What follows belongs to an exercise in optimizing a design on an open flow for small area and a short achievable clock period; a production flow would make more cautious choices.
Function was checked by simulation only, so behaviour that the tests miss may differ from the original.

== tundra ==
==> flow/design.v (excerpt) <==
module branch_predictor #(
  parameter int XLEN    = 32,
  parameter int ENTRIES = 64,
  parameter int TAG_W   = 10,
  parameter int GHR_W   = 6,
  parameter int STAT_W  = 16
) (
  input  logic              clk_i,
  input  logic              rst_i,
  input  logic [XLEN-1:0]   pc_f_i,
  output logic              pred_taken_o,
  output logic [XLEN-1:0]   pred_pc_o,
  output logic [GHR_W-1:0]  pred_ghr_o,
  input  logic              upd_valid_i,
  input  logic [XLEN-1:0]   upd_pc_i,
  input  logic              upd_is_branch_i,
  input  logic              upd_is_jump_i,
  input  logic              upd_taken_i,
  input  logic [XLEN-1:0]   upd_target_i,
  input  logic              upd_pred_taken_i,
  input  logic [XLEN-1:0]   upd_pred_pc_i,
  input  logic [GHR_W-1:0]  upd_ghr_i,
  output logic              mispredict_o,
  output logic [XLEN-1:0]   correct_pc_o,
  output logic [STAT_W-1:0] stat_lookups_o,
  output logic [STAT_W-1:0] stat_mispred_o
);
==> flow/config.mk <==
export PLATFORM = sky130hd
export DESIGN_NAME = branch_predictor
export DESIGN_NICKNAME = branch_predictor
export VERILOG_FILES = /design/flow/design.v
export SDC_FILE = /design/flow/constraint.sdc
export NUM_CORES = 4
export LEC_CHECK = 0
export ABC_AREA = 1
export CAP_MARGIN = 20
export CORE_MARGIN = 2
export CORE_UTILIZATION = 50
export CTS_BUF_LIST = sky130_fd_sc_hd__clkbuf_16
export CTS_CLUSTER_DIAMETER = 100
export CTS_CLUSTER_SIZE = 20
export SETUP_SLACK_MARGIN = 3.0
export SLEW_MARGIN = 20
==> flow/constraint.sdc <==
create_clock -name core_clock -period 8.0 [get_ports {clk_i}]
set_input_delay 1.6000 -clock core_clock [delete_from_list [all_inputs] [get_ports {clk_i}]]
set_output_delay 1.6000 -clock core_clock [all_outputs]
set_load 0.01 [all_outputs]
run.sh (not shown) runs the stock make flow with config.mk's settings and CLKGATE_MAP_FILE= SYNTH_SCRIPT=/design/flow/synth_recipe.tcl, a recipe that flattens the netlist after the stock synthesis.
What cedar does differently from tundra at the input level:
diff --git a/flow/config.mk b/flow/config.mk
--- a/flow/config.mk
+++ b/flow/config.mk
@@ -10,7 +10,7 @@
 export CORE_MARGIN = 2
-export CORE_UTILIZATION = 50
+export CORE_UTILIZATION = 55
 export CTS_BUF_LIST = sky130_fd_sc_hd__clkbuf_16
 export CTS_CLUSTER_DIAMETER = 100
-export CTS_CLUSTER_SIZE = 20
-export SETUP_SLACK_MARGIN = 3.0
+export CTS_CLUSTER_SIZE = 24
+export SETUP_SLACK_MARGIN = 2.0
 export SLEW_MARGIN = 20
### Flow results
When cedar is measured against tundra, its total wire length turns out about 2.4% lower.
Compared with tundra, cedar shows critical path depth higher by 7.
Higher number of buffer and inverter stages on the critical path was reported by cedar, not tundra.
Of tundra and cedar, tundra shows the lower fraction of met2 tracks used by global routing, with cedar above it.
Here is what was changed in the inputs of yarrow compared with cedar.
diff --git a/flow/config.mk b/flow/config.mk
--- a/flow/config.mk
+++ b/flow/config.mk
@@ -10,7 +10,9 @@
 export CORE_MARGIN = 2
-export CORE_UTILIZATION = 55
+export CORE_UTILIZATION = 50
 export CTS_BUF_LIST = sky130_fd_sc_hd__clkbuf_16
 export CTS_CLUSTER_DIAMETER = 100
-export CTS_CLUSTER_SIZE = 24
-export SETUP_SLACK_MARGIN = 2.0
+export CTS_CLUSTER_SIZE = 20
+export PLACE_DENSITY = 0.75
+export SETUP_SLACK_MARGIN = 3.0
 export SLEW_MARGIN = 20
+export TNS_END_PERCENT = 5
Findings:
Compared with cedar, peak supply drop in yarrow decreased by more than 10%. Re relative area change from synthesis to final layout: yarrow and cedar aren't equal, and the lower value belongs to cedar. | maximum number of pins on one net before global-route repair | cedar vs yarrow | ≈ equal |. Cell area: yarrow and cedar compared, higher one is yarrow. Compared with cedar, maximum frequency in yarrow increased by a few percent. yarrow reports its capturing instance or port of the critical path as pred_pc_o[31] while cedar reports pred_pc_o[14]. Going from cedar to yarrow, final weighted congestion of routability-driven global placement now sits higher; smallest hold slack now sits lower; length of routed met2 wiring now sits lower; global-route met3 utilization now sits higher. The run showing the smaller routed wire length is yarrow.

[what the ideal ports hide]
How much do the figures lean on ideal ports? The routed layouts below were timed once more, with nothing changed but the port constraints. Step 1 assumes that a clkbuf_16 drives the clock port and a buf_2 every other input. Step 2 times the ports against the registers' clock, not the clock port: input delays grow and output delays shrink by t, the midpoint of the rising clock arrivals with the driver on. Three values: ideal, step 1, step 2; two values: the first two.
run	t, ns	slack for setup (ns)	latest minus earliest clock arrival (ns)	slew at the worst register clock pin (ns)	worst slew at a driven data input, ns
tundra	0.996	1.976 / 1.603 / 1.603	0.120 / 0.120	0.10 / 0.10	0.46
cedar	0.958	1.888 / 1.710 / 1.533	0.060 / 0.060	0.11 / 0.11	0.28
yarrow	0.980	2.023 / 1.897 / 1.448	0.056 / 0.055	0.10 / 0.10	0.28
After both steps setup and hold are still met in every run listed. The setup slack of yarrow, which loses most, moves by -0.126 ns with the drivers and by -0.575 ns with both steps.
